This is an optimization exercise on Yosys and OpenROAD, whose aim is small area, a short achievable clock period and few clock cycles, not a production implementation.
Where RTL was checked, it was by simulation tests only, not by an equivalence proof against the original.
The RTL of run 1 was laid out without a check of its function.

==> flow/design.v (outline; a module is shown in full before it is edited, if it fits) <==
// module mat_vec_sequencer: 1215 lines
module mat_vec_sequencer #(
    parameter int FRAC_BITS = 16,
    parameter int DIM_W     = 8
) (
    input  logic             clk,
    input  logic             reset,
    input  logic             start,
    input  logic [DIM_W-1:0] m_dim,
    input  logic [DIM_W-1:0] n_dim,
    input  logic             transpose,
    output logic             mat_read,
    output logic [DIM_W-1:0] mat_m_addr,
    output logic [DIM_W-1:0] mat_n_addr,
    output logic             mat_tr,
    input  logic [31:0]      mat_data,
    output logic [DIM_W-1:0] vec_addr,
    input  logic [31:0]      vec_data,
    output logic             y_valid,
    input  logic             y_ready,
    output logic [DIM_W-1:0] y_addr,
    output logic [31:0]      y_data,
    output logic             busy,
    output logic             done
);
  // ...
==> flow/flow/run.sh <==
#!/bin/bash
# The standard layout (standard.sh) with these changes:
# - Yosys's generic abc pass before full-adder extraction is skipped (-noabc), so extract_fa
#   sees the adder trees as written and does not put inverters between full adders;
# - port buffers are buf_2 rather than the delay buffer buffer_ports picks by itself;
# - clock tree: larger sink clusters and no dummy loads.
# Registers are untouched by all of them.
bash standard.sh SYNTH_ARGS=-noabc SETUP_SLACK_MARGIN=${MARGIN:-8.5} MATCH_CELL_FOOTPRINT=0 \
  "BUFFER_PORTS_ARGS=-buffer_cell sky130_fd_sc_hd__buf_2" \
  "CTS_ARGS=-sink_clustering_enable -repair_clock_nets -dont_use_dummy_load -sink_clustering_size 24 -sink_clustering_max_diameter 120" \
  finish > standard.log 2>&1
==> flow/standard.sh <==
#!/bin/bash
# synth_recipe.tcl (not shown) runs the flow's synth.tcl, then flattens the netlist and writes it again
# the make line also repeats each setting of config.mk as NAME=value (left out here)
make -C /OpenROAD-flow-scripts/flow DESIGN_CONFIG=/design/flow/config.mk WORK_HOME=/design/flow/orfs CLKGATE_MAP_FILE= SYNTH_SCRIPT=/design/flow/synth_recipe.tcl "${@:-finish}"
==> flow/config.mk <==
export PLATFORM = sky130hd
export DESIGN_NAME = mat_vec_sequencer
export DESIGN_NICKNAME = mat_vec_sequencer
export VERILOG_FILES = /design/flow/design.v
export SDC_FILE = /design/flow/constraint.sdc
export NUM_CORES = 4
export LEC_CHECK = 0
export ABC_AREA = 1
export CAP_MARGIN = 20
export CORE_MARGIN = 2
export CORE_UTILIZATION = 40
export SLEW_MARGIN = 20
==> flow/constraint.sdc <==
create_clock -name core_clock -period 12.0 [get_ports {clk}]
set_input_delay 2.4000 -clock core_clock [delete_from_list [all_inputs] [get_ports {clk}]]
set_output_delay 2.4000 -clock core_clock [all_outputs]
set_load 0.01 [all_outputs]
==> impl_results.md, run 1 <==
* Worst Setup EP: y_data[24]
* Final hold violation count at 0
* Synthesized area at 0.0282 sq mm
* Post-synth top flop: dfxtp_1
* Worst Path Required at between 9 and 10 ns
* Status: no timing/DRC/antenna violations
* Clk_skew at about 0.037 ns
* Critical R2R Launch: bn[11]$_DFF_P_
* Setup repair bufs after CTS at between 70 and 80
* Commonest non-fill, non-tap cell in the layout: xor2_1
* GPL Wtd Cong at between 0.9 and 1
* Max-slew headroom at approximately two fifths
* Dominant cells by area after synthesis: fa_1 29%, dfxtp_1 16%, xor2_1 16%, o22ai_1 9.7%, edfxtp_1 6.1%
* Final min period at ~3.6 ns
* Worst hold slack at approximately 0.33 ns
* DRT Pass-1 Iters at 9
* Diodes inserted at 2
* R2R Setup Slk at 8.48 ns
* Num CTS Buffers at 16
* Routed WL at between 90,000 and 100,000 um
* Most frequent cells in the layout: 500 x xor2_1, 435 x o22ai_1, 402 x fa_1, 249 x nand2_1, 218 x inv_1
* Clock latency on the worst-skew pair at around 0.56 ns
* Yosys warns at 1
* Largest family of logic cells by synthesized area: adder cells
* Vias per cell at between 5 and 6
* Largest register FFs at between 100 and 150
* Final WS setup at about 8.4 ns
* M1 WL at 37,800 um
* Top cell type's share of synthesized area at between 20% and 30%
==> run 2: changes to the inputs <==
--- a/flow/design.v
+++ b/flow/design.v
@@ -92,57 +92,57 @@
         lA <= l1;
         eA <= e1;
         fB <= fA;
         lB <= lA;
         eB <= eA;
         if (go)        ya <= '0;
         else if (xfer) ya <= ya + 1'b1;
     end
-    logic [31:0] a_r, acc;
-    logic [15:0] bo, bt, bn;
+    logic [31:0] an_r, acc;
+    logic [15:0] bon, btn, bn;
     logic [32:0] vb;
     assign vb = {vec_data, 1'b0};
     logic [107:0] hb;
     logic [15:0] lb;
     logic        ck;
-    logic [32:0] ae;
-    assign ae = {a_r[31], a_r};
+    logic [32:0] aen;
+    assign aen = {an_r[31], an_r};
     logic [32:0] pp0;
     logic [32:0] pp1;
     logic [32:0] pp2;
     logic [32:0] pp3;
     logic [32:0] pp4;
     logic [32:0] pp5;
     logic [32:0] pp6;
     logic [32:0] pp7;
     logic [32:0] pp8;
     logic [32:0] pp9;
     logic [32:0] pp10;
     logic [32:0] pp11;
     logic [32:0] pp12;
     logic [32:0] pp13;
     logic [32:0] pp14;
     logic [32:0] pp15;
-    assign pp0 = (({33{bo[0]}} & ae) | ({33{bt[0]}} & {ae[31:0], 1'b0})) ^ {33{bn[0]}};
-    assign pp1 = (({33{bo[1]}} & ae) | ({33{bt[1]}} & {ae[31:0], 1'b0})) ^ {33{bn[1]}};
-    assign pp2 = (({33{bo[2]}} & ae) | ({33{bt[2]}} & {ae[31:0], 1'b0})) ^ {33{bn[2]}};
-    assign pp3 = (({33{bo[3]}} & ae) | ({33{bt[3]}} & {ae[31:0], 1'b0})) ^ {33{bn[3]}};
-    assign pp4 = (({33{bo[4]}} & ae) | ({33{bt[4]}} & {ae[31:0], 1'b0})) ^ {33{bn[4]}};
-    assign pp5 = (({33{bo[5]}} & ae) | ({33{bt[5]}} & {ae[31:0], 1'b0})) ^ {33{bn[5]}};
-    assign pp6 = (({33{bo[6]}} & ae) | ({33{bt[6]}} & {ae[31:0], 1'b0})) ^ {33{bn[6]}};
-    assign pp7 = (({33{bo[7]}} & ae) | ({33{bt[7]}} & {ae[31:0], 1'b0})) ^ {33{bn[7]}};
-    assign pp8 = (({33{bo[8]}} & ae) | ({33{bt[8]}} & {ae[31:0], 1'b0})) ^ {33{bn[8]}};
-    assign pp9 = (({33{bo[9]}} & ae) | ({33{bt[9]}} & {ae[31:0], 1'b0})) ^ {33{bn[9]}};
-    assign pp10 = (({33{bo[10]}} & ae) | ({33{bt[10]}} & {ae[31:0], 1'b0})) ^ {33{bn[10]}};
-    assign pp11 = (({33{bo[11]}} & ae) | ({33{bt[11]}} & {ae[31:0], 1'b0})) ^ {33{bn[11]}};
-    assign pp12 = (({33{bo[12]}} & ae) | ({33{bt[12]}} & {ae[31:0], 1'b0})) ^ {33{bn[12]}};
-    assign pp13 = (({33{bo[13]}} & ae) | ({33{bt[13]}} & {ae[31:0], 1'b0})) ^ {33{bn[13]}};
-    assign pp14 = (({33{bo[14]}} & ae) | ({33{bt[14]}} & {ae[31:0], 1'b0})) ^ {33{bn[14]}};
-    assign pp15 = (({33{bo[15]}} & ae) | ({33{bt[15]}} & {ae[31:0], 1'b0})) ^ {33{bn[15]}};
+    assign pp0 = ~(({33{bon[0]}} | aen) & ({33{btn[0]}} | {aen[31:0], 1'b1})) ^ {33{bn[0]}};
+    assign pp1 = ~(({33{bon[1]}} | aen) & ({33{btn[1]}} | {aen[31:0], 1'b1})) ^ {33{bn[1]}};
+    assign pp2 = ~(({33{bon[2]}} | aen) & ({33{btn[2]}} | {aen[31:0], 1'b1})) ^ {33{bn[2]}};
+    assign pp3 = ~(({33{bon[3]}} | aen) & ({33{btn[3]}} | {aen[31:0], 1'b1})) ^ {33{bn[3]}};
+    assign pp4 = ~(({33{bon[4]}} | aen) & ({33{btn[4]}} | {aen[31:0], 1'b1})) ^ {33{bn[4]}};
+    assign pp5 = ~(({33{bon[5]}} | aen) & ({33{btn[5]}} | {aen[31:0], 1'b1})) ^ {33{bn[5]}};
+    assign pp6 = ~(({33{bon[6]}} | aen) & ({33{btn[6]}} | {aen[31:0], 1'b1})) ^ {33{bn[6]}};
+    assign pp7 = ~(({33{bon[7]}} | aen) & ({33{btn[7]}} | {aen[31:0], 1'b1})) ^ {33{bn[7]}};
+    assign pp8 = ~(({33{bon[8]}} | aen) & ({33{btn[8]}} | {aen[31:0], 1'b1})) ^ {33{bn[8]}};
+    assign pp9 = ~(({33{bon[9]}} | aen) & ({33{btn[9]}} | {aen[31:0], 1'b1})) ^ {33{bn[9]}};
+    assign pp10 = ~(({33{bon[10]}} | aen) & ({33{btn[10]}} | {aen[31:0], 1'b1})) ^ {33{bn[10]}};
+    assign pp11 = ~(({33{bon[11]}} | aen) & ({33{btn[11]}} | {aen[31:0], 1'b1})) ^ {33{bn[11]}};
+    assign pp12 = ~(({33{bon[12]}} | aen) & ({33{btn[12]}} | {aen[31:0], 1'b1})) ^ {33{bn[12]}};
+    assign pp13 = ~(({33{bon[13]}} | aen) & ({33{btn[13]}} | {aen[31:0], 1'b1})) ^ {33{bn[13]}};
+    assign pp14 = ~(({33{bon[14]}} | aen) & ({33{btn[14]}} | {aen[31:0], 1'b1})) ^ {33{bn[14]}};
+    assign pp15 = ~(({33{bon[15]}} | aen) & ({33{btn[15]}} | {aen[31:0], 1'b1})) ^ {33{bn[15]}};
     wire bs1 = bn[1] ^ pp0[2];
     wire bc2 = bn[1] & pp0[2];
     wire bs3 = pp0[3] ^ pp1[1];
     wire bc4 = pp0[3] & pp1[1];
     wire bs5 = bn[2] ^ pp0[4] ^ pp1[2];
     wire bc6 = (bn[2] & pp0[4]) | (bn[2] & pp1[2]) | (pp0[4] & pp1[2]);
     wire bs7 = pp2[0] ^ bc4;
     wire bc8 = pp2[0] & bc4;
@@ -1186,20 +1186,20 @@
     wire mc912 = (mc904 & ms909) | (mc904 & mc906) | (ms909 & mc906);
     wire ms913 = hb[106] ^ hb[107] ^ acc_in[31];
     wire mc914 = (hb[106] & hb[107]) | (hb[106] & acc_in[31]) | (hb[107] & acc_in[31]);
     wire ms915 = mc910 ^ ms913;
     wire mc916 = mc910 & ms913;
     logic [31:0] acc_n;
     assign acc_n = {mc912, mc908, mc902, mc896, mc892, mc886, mc880, mc874, mc870, mc864, mc858, mc852, mc846, mc840, mc834, mc828, mc822, mc816, mc810, mc804, mc798, mc794, mc788, mc784, mc778, mc774, mc768, mc764, ms761, mc754, mc750, c16} + {ms915, ms911, ms907, ms901, ms895, ms891, ms885, ms879, ms873, ms869, ms863, ms857, ms851, ms845, ms839, ms833, ms827, ms821, ms815, ms809, ms803, ms797, ms793, ms787, ms783, ms777, ms773, ms767, ms763, ms757, ms753, ms749};
     always_ff @(posedge clk) begin
-        a_r <= mat_data;
+        an_r <= ~mat_data;
         for (int i = 0; i < 16; i++) begin
-            bo[i] <= vb[2*i+1] ^ vb[2*i];
-            bt[i] <= (vb[2*i+2] & ~vb[2*i+1] & ~vb[2*i]) | (~vb[2*i+2] & vb[2*i+1] & vb[2*i]);
+            bon[i] <= ~(vb[2*i+1] ^ vb[2*i]);
+            btn[i] <= ~((vb[2*i+2] & ~vb[2*i+1] & ~vb[2*i]) | (~vb[2*i+2] & vb[2*i+1] & vb[2*i]));
             bn[i] <= vb[2*i+2];
         end
         hb  <= hb_n;
             lb <= lb_n;
         ck  <= ck_n;
         if (!blocked) acc <= acc_n;
     end
     assign mat_read   = rd_q;
==> flow/flow/run.sh (replaced) <==
#!/bin/bash
# The standard layout (standard.sh) with these changes:
# - Yosys's generic abc pass before full-adder extraction is skipped (-noabc), so extract_fa
#   sees the adder trees as written and does not put inverters between full adders;
# - port buffers are buf_2 rather than the delay buffer buffer_ports picks by itself;
# - clock tree: larger sink clusters and no dummy loads.
# Registers are untouched by all of them.
bash standard.sh SYNTH_ARGS=-noabc SETUP_SLACK_MARGIN=${MARGIN:-8.5} \
  "BUFFER_PORTS_ARGS=-buffer_cell sky130_fd_sc_hd__buf_2" \
  "CTS_ARGS=-sink_clustering_enable -repair_clock_nets -dont_use_dummy_load -sink_clustering_size 24 -sink_clustering_max_diameter 120" \
  finish > standard.log 2>&1
==> run 2 against run 1 <==
Against the previous run:
- synthesized area grew 0.15%
- global-route usage down 1.2 points
- critical path depth did not move
- maximum frequency rose by 0.55%
- still clean on timing, DRC and antenna
- highest routed layer unchanged
==> impl_results.md, run 2 <==
* CTS sink cnt at 296 (unchanged)
* Biggest register: hb (unchanged)
* Number of antenna violations at the first check in global routing at 6 (was 3)
* Cell Area, Placed at 0.0295 sq mm (was 0.0297 sq mm)
* Worst-Margin Slew at 0.861 ns (was 0.898 ns)
* Largest net degree at the start of global routing at 35 (unchanged)
* Cell Rows at 97 (unchanged)
* Nets at 3,514 (was 3,618)
* IO Port Bufs at 153 (unchanged)
* EDFF count, synth at 57 (unchanged)
* Die ar. at 0.0727 sq mm (was 0.0726 sq mm)
* Dominant cells by area after synthesis: fa_1 29%, dfxtp_1 16%, xor2_1 16%, o22ai_1 9.7%, edfxtp_1 6.1% (unchanged)
* Fin crit share at 30.2% (was 30.3%)
* CTS tree: done (unchanged)
* Clock transition at path regs at 0.09 ns (about the same)
* Largest register FFs at 108 (unchanged)
* Yosys warns at 1 (unchanged)
* Crit start category: flop (unchanged)
* Final hold violation count at 0 (unchanged)
* Post-synthesis cell count at 2,896 (was 2,885)
* WL per Instance at 23.9 um (was 24.1 um)
* Synthesized area at 0.0282 sq mm (about the same)
* Core Box Area at 0.0699 sq mm (unchanged)
* Top cell type by total area after synthesis: fa_1 (unchanged)
* # fillers at 6,715 (was 6,727)
* Antenna Violating Nets Remaining at 0 (unchanged)
* Clk_skew at 0.0659 ns (was 0.0373 ns)
* Avg Synthesized Cell Area at 9.75 sq um (was 9.77 sq um)
* RSZ-0062 raised after global routing: true (unchanged)
* Worst Path Required at 9.60 ns (about the same)
* Post-DP HPWL at 58,400 um (was 63,300 um)
* Setup TNS at 0 ns (unchanged)
* Overall Global Routing Usage at 24.3% (was 25.5%)
* First-pass GRT wire length at 137,000 um (was 142,000 um)
* Worst path cell trace: buf_2 (unchanged)
* CP top delay family: flip-flops (unchanged)
* Cell area after layout at 0.0311 sq mm (was 0.0319 sq mm)
* F_max at 276 MHz (was 275 MHz)
* Vias at 22,200 (was 22,900)
* Layout Utilization at 44.5% (was 45.6%)
* GRT overflow at 0 (unchanged)
* CTS root buf: clkbuf_16 (unchanged)
* Sequential fraction of the synthesis area at 23.2% (about the same)
* Final setup viols at 0 (unchanged)
* Num CTS Buffers at 16 (unchanged)
* Commonest cells post-synth: 508 x xor2_1, 437 x o22ai_1, 403 x fa_1 (was 502 x xor2_1, 435 x o22ai_1, 403 x fa_1)
* Vias in the first global route at 22,400 (was 22,900)
* Share of cells above drive strength 1 at 14.1% (was 17.8%)
* FFs w/ async S/R, synth at 3.04% (unchanged)
* Syn nets at 3,484 (was 3,473)
* Routed WL at 92,400 um (was 95,700 um)
* Critical path buffers and inverters at 1 (unchanged)
* Vias per cell at 5.73 (was 5.77)
* Worst hold slack at 0.332 ns (was 0.334 ns)
* Final Slew Violations at 0 (unchanged)
* Tightest Hold Check Type: reg2reg (unchanged)
* Top cell type's share of synthesized area at 28.6% (about the same)
* Final min period at 3.62 ns (was 3.64 ns)
* GPL Wtd Cong at 0.945 (was 0.953)
* Netlist cell types at 45 (was 52)
* WS Path Type: reg2out (unchanged)
* Crit path max fanout at 4 (was 2)
* Die width at 270 um (was 269 um)
* Largest regs: hb: 108 flops, acc: 32 flops, an_r: 32 flops (was hb: 108 flops, a_r: 32 flops, acc: 32 flops)
* Synth Register Bits at 296 (unchanged)
* Status: no timing/DRC/antenna violations (unchanged)
* Max-slew headroom at 42.4% (was 39.9%)
* DRC violations left at 0 (unchanged)
* Die height at 270 um (was 269 um)
* Slowest stage delay, CP at 0.48 ns (was 0.50 ns)
* Post-synth top flop: dfxtp_1 (unchanged)
* Most numerous cell in the Yosys netlist: xor2_1 (unchanged)
* Top-level port count at 154 (unchanged)
* Clk buf depth at 3 (unchanged)
* CP max stage cell: edfxtp_1 (unchanged)
* Crit end category: output pin (unchanged)
* Data arrival, critical path at 1.22 ns (was 1.24 ns)
* Starting density of the core at 40.4% (was 40.3%)
* Most frequent cells in the layout: 508 x xor2_1, 437 x o22ai_1, 402 x fa_1, 227 x inv_1, 218 x nand2_1 (was 500 x xor2_1, 435 x o22ai_1, 402 x fa_1, 249 x nand2_1, 218 x inv_1)
* Synth-to-Final Area Change at 10.1% (was 13.1%)
* Max-Cap Viols at 0 (unchanged)
* Commonest non-fill, non-tap cell in the layout: xor2_1 (unchanged)
* CTS H-tree lvls at 1 (unchanged)
* Post-CTS Hold Buffers at 0 (unchanged)
* Initial DRC Count at 2,643 (was 2,796)
* Clock latency on the worst-skew pair at 0.57 ns (was 0.56 ns)
* DRT Pass-1 Iters at 7 (was 9)
run 2: cell count changes after synthesis, sizes merged, moves of 5 or more:
cell	delta
clkinv	-17
buf	+25
nand2	-41
or2	+5
clkbuf	+12
inv	-10
mux2	-15
xnor2	+8
nor2	+5
xor2	+6
o21ai	+28
run 2: final timing paths:
path,start,end,slack [ns],cells past startpoint
setup / recovery,r[2]$_DFFE_PP_,mat_m_addr[2],8.38,1
hold / removal,fA$_DFF_P_,fB$_DFF_P_,0.33,0
setup reg to reg,bn[6]$_DFF_P_,hb[95]$_DFF_P_,8.52,8
hold reg to reg,fA$_DFF_P_,fB$_DFF_P_,0.33,0
max in group asynchronous,reset,rd_q$_DFFE_PP0P_,9.89,2
min in group asynchronous,reset,done_q$_DFF_PP0_,1.80,2
run 2: area by class of cell:
type                       count  area [sq um]  share of cell area, %
tap                          940          1180                   3.78
multi-input combinational   2107         19900                   64.0
sequential                   296          6720                   21.6
inverter                     235           886                   2.85
antenna                        2          5.00                 0.0161
timing repair buffer         270          2010                   6.47
clock buffer                  16           400                   1.29
run 2: repair_timing:
item	CTS	global route
cloned	0	1
hold endpoints to repair	0	0
buffers inserted	34	35
pin swaps	1	3
resized for setup	82	63
setup endpoints to repair	127	83
run 2: cells by family after synthesis:
family / Yosys count / synth area share, %
flip-flops: 296 / 23.2
buffers and inverters: 493 / 6.98
XOR/XNOR: 547 / 17.0
AND/OR/NAND/NOR: 446 / 6.70
AO/OA/AOI/OAI: 611 / 13.2
adder cells (fa/ha/maj): 503 / 33.0
run 2: per-stage QoR:
stage / worst slack [ns] / std cells
after global routing: 8.35 / 3865
final: 8.38 / 3866
after floorplan: 8.49 / 2896
after detailed placement: 7.97 / 3778
after global placement: 7.98 / 3778
after CTS: 8.32 / 3828
run 2: routing by layer:
layer  track usage (%)  wire, um
met4              9.39      4190
met1              32.3     37000
met3              8.34     12100
met2              36.2     38900
met5             0.921       149
Testbench counts of run 2, summed over its fixed seeds: cycles 39,365.
==> run 3: changes to the inputs <==
--- a/flow/config.mk
+++ b/flow/config.mk
@@ -12 +12,2 @@
 export SLEW_MARGIN = 20
+export TNS_END_PERCENT = 5
==> run 3 against run 2 <==
Against the previous run:
- cell count is 1.2% lower
- via count is 0.35% lower
- flip-flop and latch count stayed put
- register-to-register slack worse by 0.10 ns
- still clean
- critical path depth stayed put
==> impl_results.md, run 3 <==
* Status: no timing/DRC/antenna violations (unchanged)
* Vias per cell at 5.79 (was 5.73)
* Cell area after layout at 0.0306 sq mm (was 0.0311 sq mm)
* GR Util met1 at 32.2% (was 32.3%)
* Largest net degree at the start of global routing at 35 (unchanged)
* Post-synthesis cell count at 2,896 (unchanged)
* EDFF count, synth at 57 (unchanged)
* Initial DRC Count at 2,588 (was 2,643)
* CP max stage cell: dfxtp_1 (was edfxtp_1)
* Die width at 270 um (unchanged)
* Synthesized area at 0.0282 sq mm (unchanged)
* Crit end category: output pin (unchanged)
* Fin crit share at 29.9% (was 30.2%)
* Sequential fraction of the synthesis area at 23.2% (unchanged)
* Commonest cells post-synth: 508 x xor2_1, 437 x o22ai_1, 403 x fa_1 (unchanged)
* Clock latency on the worst-skew pair at 0.55 ns (was 0.57 ns)
* Post-Synth Adder-Cell Area at 33.0% (unchanged)
* Clk buf depth at 3 (unchanged)
* Netlist cell types at 45 (unchanged)
* Top cell type's share of synthesized area at 28.6% (unchanged)
* Largest register FFs at 108 (unchanged)
* Biggest register: hb (unchanged)
* GPL Wtd Cong at 0.913 (was 0.945)
* Data arrival, critical path at 1.19 ns (was 1.22 ns)
* Diodes inserted at 0 (was 2)
* GRT overflow at 0 (unchanged)
* Synth-to-Final Area Change at 8.31% (was 10.1%)
* Synth Register Bits at 296 (unchanged)
* Setup TNS at 0 ns (unchanged)
* Tightest Hold Check Type: reg2reg (unchanged)
* Final min period at 3.59 ns (was 3.62 ns)
* Routed WL at 91,800 um (was 92,400 um)
* Core Box Area at 0.0699 sq mm (unchanged)
* Num CTS Buffers at 16 (unchanged)
* DRC violations left at 0 (unchanged)
* Final hold violation count at 0 (unchanged)
* CTS sink cnt at 296 (unchanged)
* Clk_skew at 0.0564 ns (was 0.0659 ns)
* Grt met2 use at 35.8% (was 36.2%)
* WS Path Type: reg2out (unchanged)
* Die height at 270 um (unchanged)
* Worst-Margin Slew at 0.826 ns (was 0.861 ns)
* Cell Rows at 97 (unchanged)
* IO Port Bufs at 153 (unchanged)
* RSZ-0062 raised after global routing: true (unchanged)
* Worst path cell trace: buf_2 (unchanged)
* Max-slew headroom at 44.7% (was 42.4%)
* Post-DP HPWL at 58,300 um (was 58,400 um)
* Slowest stage delay, CP at 0.46 ns (was 0.48 ns)
* Post-CTS Hold Buffers at 0 (unchanged)
* First-pass GRT wire length at 135,000 um (was 137,000 um)
* CP top delay family: flip-flops (unchanged)
* CTS H-tree lvls at 1 (unchanged)
* Max-Cap Viols at 0 (unchanged)
* Crit start category: flop (unchanged)
* Commonest non-fill, non-tap cell in the layout: xor2_1 (unchanged)
* Top-level port count at 154 (unchanged)
* Final setup viols at 0 (unchanged)
* Complex-gate fraction of the synthesized area at 13.2% (unchanged)
* CTS root buf: clkbuf_16 (unchanged)
* Top cell type by total area after synthesis: fa_1 (unchanged)
* Yosys warns at 1 (unchanged)
* Starting density of the core at 40.4% (unchanged)
* Die ar. at 0.0727 sq mm (unchanged)
* Vias at 22,100 (was 22,200)
* # fillers at 6,767 (was 6,715)
* F_max at 278 MHz (was 276 MHz)
* Largest family of logic cells by synthesized area: adder cells (unchanged)
* Most numerous cell in the Yosys netlist: xor2_1 (unchanged)
* Final Slew Violations at 0 (unchanged)
* Vias in the first global route at 22,400 (about the same)
* Nets at 3,468 (was 3,514)
* WL per Instance at 24.0 um (was 23.9 um)
* Post-synth top flop: dfxtp_1 (unchanged)
* Register area at 0.00668 sq mm (was 0.00672 sq mm)
* Number of antenna violations at the first check in global routing at 0 (was 6)
* Mux contribution to synthesized area at 0% (unchanged)
* FFs w/ async S/R, synth at 3.04% (unchanged)
* Syn nets at 3,484 (unchanged)
* Antenna Violating Nets Remaining at 0 (unchanged)
* Synth Area in Simple Gates at 6.70% (unchanged)
* Multi-input gate area at 0.0198 sq mm (was 0.0199 sq mm)
* Cell Area, Placed at 0.0295 sq mm (about the same)
* Most frequent cells in the layout: 508 x xor2_1, 437 x o22ai_1, 402 x fa_1, 227 x inv_1, 219 x nand2_1 (was 508 x xor2_1, 437 x o22ai_1, 402 x fa_1, 227 x inv_1, 218 x nand2_1)
* Overall Global Routing Usage at 24.0% (was 24.3%)
* Dominant cells by area after synthesis: fa_1 29%, dfxtp_1 16%, xor2_1 16%, o22ai_1 9.7%, edfxtp_1 6.1% (unchanged)
* Critical path buffers and inverters at 1 (unchanged)
* Synth Area in XOR/XNOR at 17.0% (unchanged)
* Met3 Use GR at 7.95% (was 8.34%)
* Largest regs: hb: 108 flops, acc: 32 flops, an_r: 32 flops (unchanged)
* Avg Synthesized Cell Area at 9.75 sq um (unchanged)
* Worst Path Required at 9.60 ns (about the same)
* DRT Pass-1 Iters at 6 (was 7)
* Clock transition at path regs at 0.10 ns (was 0.09 ns)
* Crit path max fanout at 5 (was 4)
* CTS tree: done (unchanged)
* Share of cells above drive strength 1 at 11.8% (was 14.1%)
* Gr busiest metal: met2 (unchanged)
## run 3: cell counts after synthesis
No cell type changed its count.
## run 3: final timing paths
kind | to | slack, ns | cells past startpoint | from
min in group asynchronous | done_q$_DFF_PP0_ | 1.80 | 2 | reset
worst max register to register | hb[31]$_DFF_P_ | 8.42 | 8 | an_r[13]$_DFF_P_
max in group asynchronous | rd_q$_DFFE_PP0P_ | 9.91 | 2 | reset
worst max-delay path | y_addr[0] | 8.41 | 1 | ya[0]$_SDFFE_PP0P_
worst min register to register | fB$_DFF_P_ | 0.31 | 0 | fA$_DFF_P_
worst min-delay path | fB$_DFF_P_ | 0.31 | 0 | fA$_DFF_P_
## run 3: stage by stage
stage	utilization (%)	worst slack, ns	hold slack (ns)	instances
detailed placement	42.2	7.98	0.313	3780
global placement	42.2	7.96	0.311	3780
CTS	43.1	8.38	0.318	3806
finish	43.7	8.41	0.314	3818
global route	43.7	8.36	0.325	3818
floorplan	-	8.48	0.310	2896
## run 3: logic make-up (layout without fill, tap and decap cells)
group           count (synthesis)  after routing
buf+inv                       493            475
xor+xnor                      547            547
fa+ha+maj                     503            503
flops                         296            296
simple gates                  446            446
compound gates                611            611
## run 3: area by class of cell
class,instances,share of cell area [%]
inverters,235,2.90
repair buffers,224,5.25
clock buffers,16,1.31
multi-input cells,2107,64.9
well taps,940,3.85
flip-flops and latches,296,21.8
## run 3: what timing repair did
action,CTS,global route
pin swaps,0,1
gates resized for setup,47,53
setup buffers,10,12
endpoints found under the setup margin,94,101
## run 3: metal layers
metal	vias to the layer above	part of all wire [%]
met5	-	0
met4	0	4.2
met3	341	13
met2	1540	42
met1	10600	40
li1	9565	-
==> run 4: changes to the inputs <==
--- a/flow/config.mk
+++ b/flow/config.mk
@@ -12,2 +12,2 @@
 export SLEW_MARGIN = 20
-export TNS_END_PERCENT = 5
+export TNS_END_PERCENT = 0
==> run 4 against run 3 <==
Against the previous run:
- still clean on timing, DRC and antenna
- first-iteration DRC count fell by 5.4%
- synthesized area unchanged
- final area shrank 1.3%
- highest routed layer is now met5
- flip-flop and latch count did not move
- maximum frequency down 1.2%
==> impl_results.md, run 4 <==
* Max-Cap Viols at 0 (unchanged)
* CTS tree: done (unchanged)
* Max-slew headroom at 43.5% (was 44.7%)
* Commonest cells post-synth: 508 x xor2_1, 437 x o22ai_1, 403 x fa_1 (unchanged)
* R2R Setup Slk at 8.44 ns (was 8.42 ns)
* Worst path cell trace: buf_2 (unchanged)
* First-pass GRT wire length at 137,000 um (was 135,000 um)
* Worst setup startpoint: r[2]$_DFFE_PP_ (was ya[0]$_SDFFE_PP0P_)
* Top cell type's share of synthesized area at 28.6% (unchanged)
* Worst-Margin Slew at 0.844 ns (was 0.826 ns)
* Crit start category: flop (unchanged)
* Post-DP HPWL at 58,200 um (was 58,300 um)
* Dominant cells by area after synthesis: fa_1 29%, dfxtp_1 16%, xor2_1 16%, o22ai_1 9.7%, edfxtp_1 6.1% (unchanged)
* Most frequent cells in the layout: 508 x xor2_1, 437 x o22ai_1, 402 x fa_1, 227 x inv_1, 220 x nand2_1 (was 508 x xor2_1, 437 x o22ai_1, 402 x fa_1, 227 x inv_1, 219 x nand2_1)
* Clock latency on the worst-skew pair at 0.56 ns (was 0.55 ns)
* Cell area after layout at 0.0302 sq mm (was 0.0306 sq mm)
* Share of cells above drive strength 1 at 11.2% (was 11.8%)
* Synthesized area at 0.0282 sq mm (unchanged)
* Overall Global Routing Usage at 24.2% (was 24.0%)
* Antenna Violating Nets Remaining at 0 (unchanged)
* FF-to-FF End: hb[81]$_DFF_P_ (was hb[31]$_DFF_P_)
* Final setup viols at 0 (unchanged)
* Die ar. at 0.0727 sq mm (unchanged)
* Sequential fraction of the synthesis area at 23.2% (unchanged)
* Top cell type by total area after synthesis: fa_1 (unchanged)
* Post-synthesis cell count at 2,896 (unchanged)
* Final Slew Violations at 0 (unchanged)
* Worst-case reg-to-reg path depth at 9 (was 8)
* Number of antenna violations at the first check in global routing at 2 (was 0)
* Tightest Hold Check Type: reg2reg (unchanged)
* Most numerous cell in the Yosys netlist: xor2_1 (unchanged)
* Critical path buffers and inverters at 1 (unchanged)
* Fin crit share at 30.3% (was 29.9%)
* Num CTS Buffers at 16 (unchanged)
* Top-level port count at 154 (unchanged)
* F_max at 275 MHz (was 278 MHz)
* Vias per cell at 5.77 (was 5.79)
* Setup TNS at 0 ns (unchanged)
* CP max stage cell: edfxtp_1 (was dfxtp_1)
* Worst Setup EP: mat_m_addr[2] (was y_addr[0])
* Worst Path Required at 9.60 ns (about the same)
* Slowest stage delay, CP at 0.49 ns (was 0.46 ns)
* Clk_skew at 0.0561 ns (was 0.0564 ns)
* # fillers at 6,821 (was 6,767)
* WL per Instance at 23.7 um (was 24.0 um)
* IO Port Bufs at 153 (unchanged)
* Initial DRC Count at 2,447 (was 2,588)
* Final hold violation count at 0 (unchanged)
* Data arrival, critical path at 1.24 ns (was 1.19 ns)
* Yosys warns at 1 (unchanged)
* Die height at 270 um (unchanged)
* Final min period at 3.64 ns (was 3.59 ns)
* GRT overflow at 0 (unchanged)
* Clock transition at path regs at 0.09 ns (was 0.10 ns)
* WS Path Type: reg2out (unchanged)
* DRT Pass-1 Iters at 6 (unchanged)
* Largest regs: hb: 108 flops, acc: 32 flops, an_r: 32 flops (unchanged)
* CTS H-tree lvls at 1 (unchanged)
* Starting density of the core at 40.4% (unchanged)
* Routed WL at 90,200 um (was 91,800 um)
* Vias in the first global route at 22,300 (was 22,400)
* Diodes inserted at 0 (unchanged)
* EDFF count, synth at 57 (unchanged)
* Biggest register: hb (unchanged)
* Cell Area, Placed at 0.0295 sq mm (about the same)
* WP depth at 1 (unchanged)
* Critical R2R Launch: bn[4]$_DFF_P_ (was an_r[13]$_DFF_P_)
* Core Box Area at 0.0699 sq mm (unchanged)
* Synth Register Bits at 296 (unchanged)
* Avg Synthesized Cell Area at 9.75 sq um (unchanged)
* Synth-to-Final Area Change at 6.94% (was 8.31%)
* Hold Path Stages at 0 (unchanged)
* Clk buf depth at 3 (unchanged)
* Cell Rows at 97 (unchanged)
* Commonest non-fill, non-tap cell in the layout: xor2_1 (unchanged)
* Largest register FFs at 108 (unchanged)
* Syn nets at 3,484 (unchanged)
* Crit end category: output pin (unchanged)
* FFs w/ async S/R, synth at 3.04% (unchanged)
* Post-synth top flop: dfxtp_1 (unchanged)
* Nets at 3,460 (was 3,468)
* Die width at 270 um (unchanged)
* Vias at 22,000 (was 22,100)
* Netlist cell types at 45 (unchanged)
* DRC violations left at 0 (unchanged)
* Status: no timing/DRC/antenna violations (unchanged)
* GPL Wtd Cong at 0.942 (was 0.913)
* Crit path max fanout at 4 (was 5)
* RSZ-0062 raised after global routing: true (unchanged)
* CTS root buf: clkbuf_16 (unchanged)
* CP top delay family: flip-flops (unchanged)
* Largest net degree at the start of global routing at 35 (unchanged)
* CTS sink cnt at 296 (unchanged)
[run 4: what timing repair did]
item                       CTS  global route
buffers inserted             0            14
hold buffers                 0             0
pin swaps                    0             1
resized for setup           12            44
setup endpoints to repair  101           156
cloned                       0             0
[run 4: worst min-delay path by stage]
stage                          start          to  slack (ns)
after floorplan           e1$_DFF_P_  eA$_DFF_P_        0.31
after global placement    e1$_DFF_P_  eA$_DFF_P_        0.31
after detailed placement  fA$_DFF_P_  fB$_DFF_P_        0.31
after CTS                 fA$_DFF_P_  fB$_DFF_P_        0.33
after global routing      eA$_DFF_P_  eB$_DFF_P_        0.35
final                     fA$_DFF_P_  fB$_DFF_P_        0.33
[run 4: layout make-up]
| cell class | count | area, sq um | share of cell area [%] |
|---|---|---|---|
| inverter | 235 | 886 | 2.93 |
| multi-input combinational | 2107 | 19800 | 65.4 |
| tap | 940 | 1180 | 3.89 |
| sequential | 296 | 6680 | 22.1 |
| clock buffer | 16 | 400 | 1.33 |
| timing repair buffer | 216 | 1300 | 4.30 |
[run 4: cells by family after synthesis]
kind of cell             after synthesis  share of synthesized area (%)
buffers and inverters                493                           6.98
flip-flops                           296                           23.2
AND/OR/NAND/NOR                      446                           6.70
adder cells (fa/ha/maj)              503                           33.0
AO/OA/AOI/OAI                        611                           13.2
XOR/XNOR                             547                           17.0
[run 4: per-stage QoR]
step	hold slack [ns]	std cells	util [%]	setup WS [ns]
after floorplan	0.310	2896	-	8.48
after global placement	0.311	3780	42.2	7.97
after detailed placement	0.314	3780	42.2	7.96
after CTS	0.333	3796	42.8	8.30
after global routing	0.348	3810	43.2	8.34
final	0.330	3810	43.2	8.36
[run 4: layer usage]
metal	up-vias	share of wire (%)	GRT usage, %
met2	1415	42	36.3
met3	323	13	8.69
li1	9548	-	-
met5	-	0.018	0
met4	4	4.0	8.70
met1	10700	41	32.1
==> run 5: changes to the inputs <==
--- a/flow/flow/run.sh
+++ b/flow/flow/run.sh
@@ -7,3 +7,3 @@
 # Registers are untouched by all of them.
-bash standard.sh SYNTH_ARGS=-noabc SETUP_SLACK_MARGIN=${MARGIN:-8.5} \
+bash standard.sh SYNTH_ARGS=-noabc SETUP_SLACK_MARGIN=${MARGIN:-8.3} \
   "BUFFER_PORTS_ARGS=-buffer_cell sky130_fd_sc_hd__buf_2" \
==> run 5 against run 4 <==
Against the previous run:
- still clean
- non-clock buffer count decreased by 12
- critical path depth increased by 6
- flip-flop and latch count unchanged
- critical path type is now reg2reg
- critical endpoint is now hb[31]$_DFF_P_
==> impl_results.md, run 5 <==
* Post-synthesis cell count at 2,896 (unchanged)
* Yosys warns at 1 (unchanged)
* Cell Rows at 97 (unchanged)
* DRT Pass-1 Iters at 8 (was 6)
* Synth Register Bits at 296 (unchanged)
* Sequential fraction of the synthesis area at 23.2% (unchanged)
* Max-Cap Viols at 0 (unchanged)
* Biggest register: hb (unchanged)
* Clock latency on the worst-skew pair at 0.56 ns (about the same)
* First-pass GRT wire length at 138,000 um (was 137,000 um)
* Data arrival, critical path at 4.22 ns (was 1.24 ns)
* CTS sink cnt at 296 (unchanged)
* Vias in the first global route at 22,500 (was 22,300)
* Dominant cells by area after synthesis: fa_1 29%, dfxtp_1 16%, xor2_1 16%, o22ai_1 9.7%, edfxtp_1 6.1% (unchanged)
* Post-CTS Hold Buffers at 0 (unchanged)
* FFs w/ async S/R, synth at 3.04% (unchanged)
* Die width at 270 um (unchanged)
* CTS tree: done (unchanged)
* Top cell type's share of synthesized area at 28.6% (unchanged)
* Top routing layer used: met5 (unchanged)
* EDFF count, synth at 57 (unchanged)
* Register area at 0.00663 sq mm (was 0.00668 sq mm)
* Die height at 270 um (unchanged)
* Mux contribution to synthesized area at 0% (unchanged)
* IO Port Bufs at 153 (unchanged)
* Avg Synthesized Cell Area at 9.75 sq um (unchanged)
* Final setup viols at 0 (unchanged)
* DRC violations left at 0 (unchanged)
* M1 WL at 36,700 um (was 36,600 um)
* Routed WL at 90,800 um (was 90,200 um)
* WL per Instance at 23.9 um (was 23.7 um)
* Overall Global Routing Usage at 24.5% (was 24.2%)
* Synth Area in Simple Gates at 6.70% (unchanged)
* Netlist cell types at 45 (unchanged)
* WS Path Type: reg2reg (was reg2out)
* Final Slew Violations at 0 (unchanged)
* Post-DP HPWL at 58,000 um (was 58,200 um)
* Final hold violation count at 0 (unchanged)
* Syn nets at 3,484 (unchanged)
* Cell Area, Placed at 0.0295 sq mm (about the same)
* Crit path max fanout at 32 (was 4)
* Largest regs: hb: 108 flops, acc: 32 flops, an_r: 32 flops (unchanged)
* Cell area after layout at 0.0300 sq mm (was 0.0302 sq mm)
* Commonest cells post-synth: 508 x xor2_1, 437 x o22ai_1, 403 x fa_1 (unchanged)
* Share of cells above drive strength 1 at 10.2% (was 11.2%)
* Top cell type by total area after synthesis: fa_1 (unchanged)
* Most frequent cells in the layout: 508 x xor2_1, 437 x o22ai_1, 403 x fa_1, 227 x inv_1, 222 x nand2_1 (was 508 x xor2_1, 437 x o22ai_1, 402 x fa_1, 227 x inv_1, 220 x nand2_1)
* GPL Wtd Cong at 0.900 (was 0.942)
* Number of antenna violations at the first check in global routing at 2 (unchanged)
* Clk_skew at 0.0737 ns (was 0.0561 ns)
* Largest family of logic cells by synthesized area: adder cells (unchanged)
* CTS H-tree lvls at 1 (unchanged)
* Clk buf depth at 3 (unchanged)
* Synth Area in XOR/XNOR at 17.0% (unchanged)
* Post-synth top flop: dfxtp_1 (unchanged)
* Worst Path Required at 12.44 ns (was 9.60 ns)
* Multi-input gate area at 0.0197 sq mm (was 0.0198 sq mm)
* Num CTS Buffers at 17 (was 16)
* Initial DRC Count at 2,529 (was 2,447)
* Synth-to-Final Area Change at 6.23% (was 6.94%)
* Synthesized area at 0.0282 sq mm (unchanged)
* Wire length on met3 at 11,800 um (was 11,700 um)
* DR WL met2 at 38,600 um (was 38,300 um)
* Worst hold slack at 0.326 ns (was 0.330 ns)
* Commonest non-fill, non-tap cell in the layout: xor2_1 (unchanged)
* RSZ-0062 raised after global routing: true (unchanged)
* Starting density of the core at 40.4% (unchanged)
* GRT overflow at 0 (unchanged)
* Final min period at 3.78 ns (was 3.64 ns)
* Diodes inserted at 0 (unchanged)
* Vias at 21,900 (was 22,000)
* Most numerous cell in the Yosys netlist: xor2_1 (unchanged)
* Top-level port count at 154 (unchanged)
* Max-slew headroom at 36.2% (was 43.5%)
* Complex-gate fraction of the synthesized area at 13.2% (unchanged)
* Status: no timing/DRC/antenna violations (unchanged)
* Crit start category: flop (unchanged)
* Antenna Violating Nets Remaining at 0 (unchanged)
* Tightest Hold Check Type: reg2reg (unchanged)
* Crit end category: flop (was output pin)
* CTS root buf: clkbuf_16 (unchanged)
* Fin crit share at 31.5% (was 30.3%)
* Setup TNS at 0 ns (unchanged)
* Nets at 3,449 (was 3,460)
* Clock transition at path regs at 0.10 ns (was 0.09 ns)
* Largest register FFs at 108 (unchanged)
* Die ar. at 0.0727 sq mm (unchanged)
* Core Box Area at 0.0699 sq mm (unchanged)
* F_max at 265 MHz (was 275 MHz)
* Worst-Margin Slew at 0.956 ns (was 0.844 ns)
* Largest net degree at the start of global routing at 35 (unchanged)
* # fillers at 6,814 (was 6,821)
* Post-Synth Adder-Cell Area at 33.0% (unchanged)
* R2R Setup Slk at 8.22 ns (was 8.44 ns)
* Vias per cell at 5.77 (about the same)
==> run 5: logic make-up (layout without fill, tap and decap cells) <==
kind of cell / count (synthesis) / after routing
AND/OR/NAND/NOR: 446 / 446
flip-flops: 296 / 296
buffers and inverters: 493 / 456
XOR/XNOR: 547 / 547
adder cells (fa/ha/maj): 503 / 503
AO/OA/AOI/OAI: 611 / 611
==> run 5: worst paths after layout <==
check	from	to	depth (start not counted)
max reg2reg	an_r[6]$_DFF_P_	hb[31]$_DFF_P_	7
min reg2reg	fA$_DFF_P_	fB$_DFF_P_	0
min in group asynchronous	reset	done_q$_DFF_PP0_	2
max in group asynchronous	reset	v1$_DFF_PP0_	2
max	an_r[6]$_DFF_P_	hb[31]$_DFF_P_	7
min	fA$_DFF_P_	fB$_DFF_P_	0
==> run 5: critical path, cell delays in order (launching register included) <==
cell	delay [ns]
dfxtp_2	0.92
o22ai_1	0.24
xor2_1	0.22
fa_1	0.58
fa_1	0.44
fa_1	0.48
ha_1	0.34
fa_1	0.43
==> run 5: routing by layer <==
metal	vias to the layer above	track usage, %
met4	4	9.24
met1	10600	32.7
met5	-	0
li1	9513	-
met3	337	8.77
met2	1452	36.4
==> run 5: through the flow <==
stage,cells,util (%),worst slack (ns)
after floorplan,2896,-,8.34
after global placement,3779,42.2,7.87
after detailed placement,3779,42.2,7.84
after CTS,3796,42.8,8.26
after global routing,3799,42.9,8.18
final,3799,42.9,8.22
==> run 5: final cells by class <==
| cell class | instances | share of cell area [%] |
|---|---|---|
| inverter | 235 | 2.95 |
| multi-input combinational | 2107 | 65.8 |
| tap | 940 | 3.92 |
| clock buffer | 17 | 1.42 |
| timing repair buffer | 204 | 3.85 |
| sequential | 296 | 22.1 |
==> run 5: what timing repair did <==
item,in CTS,in global routing
buffers inserted,0,3
gates resized for setup,6,16
pin swaps,0,0
endpoints found under the setup margin,12,50
==> run 6: changes to the inputs <==
--- a/flow/flow/run.sh
+++ b/flow/flow/run.sh
@@ -7,3 +7,3 @@
 # Registers are untouched by all of them.
-bash standard.sh SYNTH_ARGS=-noabc SETUP_SLACK_MARGIN=${MARGIN:-8.3} \
+bash standard.sh SYNTH_ARGS=-noabc SETUP_SLACK_MARGIN=${MARGIN:-9.2} \
   "BUFFER_PORTS_ARGS=-buffer_cell sky130_fd_sc_hd__buf_2" \
==> run 6 against run 5 <==
Against the previous run:
- routed wire length decreased by 1.6%
- setup slack gained 0.16 ns
- largest cell class unchanged
- die area did not move
==> impl_results.md, run 6 <==
* Number of antenna violations at the first check in global routing at 8 (was 2)
* Final non-filler cell total at 3,810 (was 3,799)
* Dominant cells by area after synthesis: fa_1 29%, dfxtp_1 16%, xor2_1 16%, o22ai_1 9.7%, edfxtp_1 6.1% (unchanged)
* Most numerous cell in the Yosys netlist: xor2_1 (unchanged)
* Top-level port count at 154 (unchanged)
* Sequential fraction of the synthesis area at 23.2% (unchanged)
* F_max at 277 MHz (was 265 MHz)
* Data arrival, critical path at 1.22 ns (was 4.22 ns)
* WL per Instance at 23.5 um (was 23.9 um)
* RSZ-0062 raised after global routing: true (unchanged)
* Largest family of logic cells by synthesized area: adder cells (unchanged)
* Num CTS Buffers at 17 (unchanged)
* Worst-case reg-to-reg path depth at 8 (was 7)
* Cell area after layout at 0.0302 sq mm (was 0.0300 sq mm)
* Overall Global Routing Usage at 24.2% (was 24.5%)
* CTS tree: done (unchanged)
* Clock transition at path regs at 0.10 ns (about the same)
* Final min period at 3.62 ns (was 3.78 ns)
* Final Slew Violations at 0 (unchanged)
* CTS H-tree lvls at 1 (unchanged)
* Synthesized area at 0.0282 sq mm (unchanged)
* Worst path cell trace: buf_2 (was o22ai_1, xor2_1, fa_1, fa_1, fa_1, ha_1, fa_1)
* Hold Path Stages at 0 (unchanged)
* Post-synthesis cell count at 2,896 (unchanged)
* Post-synth top flop: dfxtp_1 (unchanged)
* Antenna Violating Nets Remaining at 0 (unchanged)
* Fin crit share at 30.1% (was 31.5%)
* Tightest Hold Check Type: reg2reg (unchanged)
* Setup TNS at 0 ns (unchanged)
* Max-slew headroom at 43.7% (was 36.2%)
* GPL Wtd Cong at 0.940 (was 0.900)
* Final setup viols at 0 (unchanged)
* Vias in the first global route at 22,300 (was 22,500)
* CTS sink cnt at 296 (unchanged)
* Vias per cell at 5.73 (was 5.77)
* Clk buf depth at 3 (unchanged)
* Post-CTS Hold Buffers at 0 (unchanged)
* Multi-input gate area at 0.0198 sq mm (was 0.0197 sq mm)
* Place WS at 7.98 ns (was 7.84 ns)
* Cell Rows at 97 (unchanged)
* Crit end category: output pin (was flop)
* Largest regs: hb: 108 flops, acc: 32 flops, an_r: 32 flops (unchanged)
* Syn nets at 3,484 (unchanged)
* # fillers at 6,827 (was 6,814)
* Avg Synthesized Cell Area at 9.75 sq um (unchanged)
* Die height at 270 um (unchanged)
* Synth Register Bits at 296 (unchanged)
* Placed insts at 3,781 (was 3,779)
* Worst-Margin Slew at 0.841 ns (was 0.956 ns)
* Largest register FFs at 108 (unchanged)
* FFs w/ async S/R, synth at 3.04% (unchanged)
* Cell Area, Placed at 0.0295 sq mm (about the same)
* Slowest stage delay, CP at 0.48 ns (was 0.92 ns)
* Clock latency on the worst-skew pair at 0.55 ns (was 0.56 ns)
* Yosys warns at 1 (unchanged)
* Most frequent cells in the layout: 508 x xor2_1, 437 x o22ai_1, 403 x fa_1, 227 x inv_1, 220 x nand2_1 (was 508 x xor2_1, 437 x o22ai_1, 403 x fa_1, 227 x inv_1, 222 x nand2_1)
* Commonest non-fill, non-tap cell in the layout: xor2_1 (unchanged)
* Top cell type by total area after synthesis: fa_1 (unchanged)
* Synth Area in XOR/XNOR at 17.0% (unchanged)
* CP top delay family: flip-flops (was adder cells)
* Share of cells above drive strength 1 at 11.2% (was 10.2%)
* Die width at 270 um (unchanged)
* First-pass GRT wire length at 136,000 um (was 138,000 um)
* Mux contribution to synthesized area at 0% (unchanged)
* Nets at 3,458 (was 3,449)
* Complex-gate fraction of the synthesized area at 13.2% (unchanged)
* Critical R2R Launch: bon[5]$_DFF_P_ (was an_r[6]$_DFF_P_)
* Worst setup startpoint: r[6]$_DFFE_PP_ (was an_r[6]$_DFF_P_)
* Post-DP HPWL at 57,900 um (was 58,000 um)
* IO Port Bufs at 153 (unchanged)
* Crit start category: flop (unchanged)
* Commonest cells post-synth: 508 x xor2_1, 437 x o22ai_1, 403 x fa_1 (unchanged)
* DRC violations left at 0 (unchanged)
* Top cell type's share of synthesized area at 28.6% (unchanged)
* Biggest register: hb (unchanged)
* DRT Pass-1 Iters at 8 (unchanged)
* R2R Setup Slk at 8.43 ns (was 8.22 ns)
* Post-Synth Adder-Cell Area at 33.0% (unchanged)
* GRT overflow at 0 (unchanged)
* CP max stage cell: edfxtp_1 (was dfxtp_2)
* Routed WL at 89,400 um (was 90,800 um)
* FF-to-FF End: hb[31]$_DFF_P_ (unchanged)
* Core Box Area at 0.0699 sq mm (unchanged)
* Crit path max fanout at 4 (was 32)
* Final WS setup at 8.38 ns (was 8.22 ns)
* Netlist cell types at 45 (unchanged)
* CTS root buf: clkbuf_16 (unchanged)
* Synth-to-Final Area Change at 6.98% (was 6.23%)
* Die ar. at 0.0727 sq mm (unchanged)
* Worst Setup EP: mat_m_addr[6] (was hb[31]$_DFF_P_)
* Starting density of the core at 40.4% (unchanged)
* Max-Cap Viols at 0 (unchanged)
* Largest net degree at the start of global routing at 35 (unchanged)
* Worst Path Required at 9.60 ns (was 12.44 ns)
* Status: no timing/DRC/antenna violations (unchanged)
* WP depth at 1 (was 7)
* EDFF count, synth at 57 (unchanged)
* WS Path Type: reg2out (was reg2reg)
* Critical path buffers and inverters at 1 (was 0)
* Clk_skew at 0.0679 ns (was 0.0737 ns)
* Synth Area in Simple Gates at 6.70% (unchanged)
* Initial DRC Count at 2,361 (was 2,529)
* Vias at 21,800 (was 21,900)
* Final hold violation count at 0 (unchanged)
* Register area at 0.00668 sq mm (was 0.00663 sq mm)
[run 6: changes by cell type in the layout (fill, tap and decap cells not counted), sizes merged]
cell   change
diode      +2
buf        +9
[run 6: metal layers]
layer | GRT usage [%] | vias up | part of all wire, %
li1 | - | 9537 | -
met1 | 32.1 | 10500 | 40
met2 | 36.1 | 1440 | 43
met3 | 8.39 | 345 | 13
met4 | 9.46 | 10 | 4.3
met5 | 0.197 | - | 0.071
[run 6: worst min-delay path by stage]
stage	from	end	slack, ns
finish	fA$_DFF_P_	fB$_DFF_P_	0.30
global route	fA$_DFF_P_	fB$_DFF_P_	0.32
CTS	fA$_DFF_P_	fB$_DFF_P_	0.31
detailed placement	l1$_DFF_P_	lA$_DFF_P_	0.31
global placement	e1$_DFF_P_	eA$_DFF_P_	0.31
floorplan	e1$_DFF_P_	eA$_DFF_P_	0.31
[run 6: cell families after synthesis]
logic type | count (synthesis)
buffers and inverters | 493
and+or+nand+nor | 446
xor gates and xnor gates | 547
AOI/OAI and AO/OA | 611
adders and majority gates | 503
DFF | 296
[run 6: final cells by class]
cell class	instances	share of cell area (%)
Antenna cell	2	0.0166
Clock buffer	17	1.41
Inverter	235	2.93
Multi-Input combinational cell	2107	65.4
Sequential cell	296	22.1
Tap cell	940	3.89
Timing Repair Buffer	213	4.22
[run 6: stage by stage]
step	hold WS, ns	utilization [%]
2_1_floorplan	0.310	-
6_report	0.303	43.2
4_1_cts	0.313	43.0
5_1_grt	0.318	43.2
3_3_place_gp	0.311	42.3
3_5_place_dp	0.312	42.3
[run 6: timing repair]
| item | 4_1_cts | 5_1_grt |
|---|---|---|
| resized for setup | 19 | 42 |
| endpoints found under the setup margin | 313 | 317 |
| buffers inserted | 6 | 4 |
| pin swaps | 0 | 1 |
[run 6: worst register-to-register path, delay by kind of cell (launching register included)]
kind                     cells  cell delay (ns)
XOR/XNOR                     1             0.19
buffers and inverters        1             0.47
AO/OA/AOI/OAI                1             0.17
adder cells (fa/ha/maj)      5             2.29
flip-flops                   1             0.32
==> run 7: changes to the inputs <==
--- a/flow/flow/run.sh
+++ b/flow/flow/run.sh
@@ -7,3 +7,3 @@
 # Registers are untouched by all of them.
-bash standard.sh SYNTH_ARGS=-noabc SETUP_SLACK_MARGIN=${MARGIN:-9.2} \
+bash standard.sh SYNTH_ARGS=-noabc SETUP_SLACK_MARGIN=${MARGIN:-8.8} \
   "BUFFER_PORTS_ARGS=-buffer_cell sky130_fd_sc_hd__buf_2" \
==> run 7 against run 6 <==
Against the previous run:
- sequential share of layout area unchanged
- clock skew unchanged
- critical path depth unchanged
- highest routed layer unchanged
- flip-flop and latch count unchanged
- maximum frequency unchanged
- final area unchanged
- non-clock buffer count unchanged
==> impl_results.md, run 7 <==
* F_max at 277 MHz (unchanged)
* Final setup viols at 0 (unchanged)
* Die width at 270 um (unchanged)
* Post-synthesis cell count at 2,896 (unchanged)
* Worst-Margin Slew at 0.841 ns (unchanged)
* Post-CTS Hold Buffers at 0 (unchanged)
* Num CTS Buffers at 17 (unchanged)
* Antenna Violating Nets Remaining at 0 (unchanged)
* Die height at 270 um (unchanged)
* Clk buf depth at 3 (unchanged)
* Syn nets at 3,484 (unchanged)
* # fillers at 6,827 (unchanged)
* Tightest Hold Check Type: reg2reg (unchanged)
* Crit start category: flop (unchanged)
* Max-slew headroom at 43.7% (unchanged)
* Worst path cell trace: buf_2 (unchanged)
* M1 WL at 36,000 um (unchanged)
* Most frequent cells in the layout: 508 x xor2_1, 437 x o22ai_1, 403 x fa_1, 227 x inv_1, 220 x nand2_1 (unchanged)
* Dominant cells by area after synthesis: fa_1 29%, dfxtp_1 16%, xor2_1 16%, o22ai_1 9.7%, edfxtp_1 6.1% (unchanged)
* Worst Path Required at 9.60 ns (about the same)
* Final hold violation count at 0 (unchanged)
* RSZ-0062 raised after global routing: true (unchanged)
* Die ar. at 0.0727 sq mm (unchanged)
* GRT overflow at 0 (unchanged)
* Overall Global Routing Usage at 24.2% (unchanged)
* Crit end category: output pin (unchanged)
* Vias at 21,800 (unchanged)
* GPL Wtd Cong at 0.940 (unchanged)
* Commonest cells post-synth: 508 x xor2_1, 437 x o22ai_1, 403 x fa_1 (unchanged)
* CP top delay family: flip-flops (unchanged)
* CTS H-tree lvls at 1 (unchanged)
* Setup TNS at 0 ns (unchanged)
* Largest register FFs at 108 (unchanged)
* Netlist cell types at 45 (unchanged)
* Avg Synthesized Cell Area at 9.75 sq um (unchanged)
* Layout Utilization at 43.2% (unchanged)
* EDFF count, synth at 57 (unchanged)
* Share of cells above drive strength 1 at 11.2% (unchanged)
* Synthesized area at 0.0282 sq mm (unchanged)
* Sequential fraction of the synthesis area at 23.2% (unchanged)
* Critical path buffers and inverters at 1 (unchanged)
* Starting density of the core at 40.4% (unchanged)
* DR WL met2 at 38,200 um (unchanged)
* Nets at 3,458 (unchanged)
* Vias in the first global route at 22,300 (unchanged)
* Max-Cap Viols at 0 (unchanged)
* Biggest register: hb (unchanged)
* Routed WL at 89,400 um (unchanged)
* Data arrival, critical path at 1.22 ns (about the same)
* Number of antenna violations at the first check in global routing at 8 (unchanged)
* Top routing layer used: met5 (unchanged)
* Clock latency on the worst-skew pair at 0.55 ns (about the same)
* Vias per cell at 5.73 (unchanged)
* Initial DRC Count at 2,361 (unchanged)
* Top cell type by total area after synthesis: fa_1 (unchanged)
* CTS sink cnt at 296 (unchanged)
* IO Port Bufs at 153 (unchanged)
* Top-level port count at 154 (unchanged)
* Clk_skew at 0.0679 ns (unchanged)
* CP max stage cell: edfxtp_1 (unchanged)
* Worst hold slack at 0.303 ns (unchanged)
* Largest net degree at the start of global routing at 35 (unchanged)
* Commonest non-fill, non-tap cell in the layout: xor2_1 (unchanged)
* Most numerous cell in the Yosys netlist: xor2_1 (unchanged)
* Largest regs: hb: 108 flops, acc: 32 flops, an_r: 32 flops (unchanged)
* Crit path max fanout at 4 (unchanged)
* Core Box Area at 0.0699 sq mm (unchanged)
* Cell Rows at 97 (unchanged)
* DRT Pass-1 Iters at 8 (unchanged)
* First-pass GRT wire length at 136,000 um (unchanged)
* Fin crit share at 30.1% (unchanged)
* Synth Register Bits at 296 (unchanged)
* Synth-to-Final Area Change at 6.98% (unchanged)
* CTS root buf: clkbuf_16 (unchanged)
* CTS tree: done (unchanged)
* Final min period at 3.62 ns (unchanged)
* Post-synth top flop: dfxtp_1 (unchanged)
* Final Slew Violations at 0 (unchanged)
* WL per Instance at 23.5 um (unchanged)
* Status: no timing/DRC/antenna violations (unchanged)
* DRC violations left at 0 (unchanged)
* Clock transition at path regs at 0.10 ns (about the same)
* FFs w/ async S/R, synth at 3.04% (unchanged)
* Top cell type's share of synthesized area at 28.6% (unchanged)
* Wire length on met3 at 11,200 um (unchanged)
* Post-DP HPWL at 57,900 um (unchanged)
* Slowest stage delay, CP at 0.48 ns (about the same)
* Yosys warns at 1 (unchanged)
* WS Path Type: reg2out (unchanged)
run 7: cell counts after synthesis:
Identical to the previous run, type by type.
run 7: metal layers:
| metal | vias up | GRT usage (%) |
|---|---|---|
| li1 | 9537 | - |
| met1 | 10500 | 32.1 |
| met2 | 1440 | 36.1 |
| met3 | 345 | 8.39 |
| met4 | 10 | 9.46 |
| met5 | - | 0.197 |
run 7: what timing repair did:
item,CTS,global route
setup buffers,6,4
setup endpoints to repair,215,233
endpoints found under the hold margin,0,0
resized for setup,19,42
pin swaps,0,1
run 7: metrics by stage:
step	cell area, sq um	std cells	setup WS [ns]
CTS	30000	3804	8.33
global route	30200	3809	8.36
finish	30200	3810	8.38
detailed placement	29500	3781	7.98
global placement	29500	3781	7.96
floorplan	28300	2896	8.49
run 7: cell type report:
type	count	area, sq um	share of cell area (%)
antenna	2	5.00	0.0166
clock buffer	17	425	1.41
inverter	235	886	2.93
multi-input combinational	2107	19800	65.4
sequential	296	6680	22.1
tap	940	1180	3.89
timing repair buffer	213	1280	4.22
run 7: worst paths after layout:
| check | startpoint | end | slack [ns] | cells after the start |
|---|---|---|---|---|
| max | r[6]$_DFFE_PP_ | mat_m_addr[6] | 8.38 | 1 |
| min | fA$_DFF_P_ | fB$_DFF_P_ | 0.30 | 0 |
| max reg2reg | bon[5]$_DFF_P_ | hb[31]$_DFF_P_ | 8.43 | 8 |
| min reg2reg | fA$_DFF_P_ | fB$_DFF_P_ | 0.30 | 0 |
| max in group asynchronous | reset | rd_q$_DFFE_PP0P_ | 9.90 | 2 |
| min in group asynchronous | reset | rd_q$_DFFE_PP0P_ | 1.80 | 2 |
run 7: logic make-up (layout without fill, tap and decap cells):
family	count (synthesis)	after routing	synth area share, %
XOR/XNOR	547	547	17.0
other	0	2	0
AND/OR/NAND/NOR	446	446	6.70
AO/OA/AOI/OAI	611	611	13.2
flip-flops	296	296	23.2
buffers and inverters	493	465	6.98
adder cells (fa/ha/maj)	503	503	33.0

separate check: timing with driven ports:
In the flow no input, the clock included, has a driving cell. The finished layouts below were timed again as built, in two steps.
Step 1 sets driving cells, clkbuf_16 on the clock port and buf_2 on the other inputs (assumed; they add their load-dependent delay and slew).
Step 2 adds t to the input delays and takes it off the output delays; t is the mean of the earliest and latest rising clock arrival at the registers after step 1. Input paths then give back, and output paths get back, about the clock's delay inside the block.
Three values: ideal ports, drivers, drivers and shift; two values: the first two.
run	shift t [ns]	setup slack, ns	hold slack, ns
run 1	0.601	8.358 / 8.297 / 8.114	0.334 / 0.334 / 0.334
run 2	0.598	8.378 / 8.313 / 8.061	0.332 / 0.332 / 0.332
run 3	0.593	8.408 / 8.340 / 7.965	0.314 / 0.314 / 0.314
run 4	0.595	8.364 / 8.299 / 7.989	0.330 / 0.330 / 0.330
run 5	0.593	8.220 / 8.220 / 8.010	0.326 / 0.326 / 0.326
run 6	0.591	8.384 / 8.315 / 7.975	0.303 / 0.303 / 0.303
run 7	0.591	8.384 / 8.315 / 7.975	0.303 / 0.303 / 0.303
After both steps setup and hold are still met in every run listed. For run 3, which loses most, drivers alone change the setup slack by -0.068 ns; drivers and shift together by -0.443 ns.
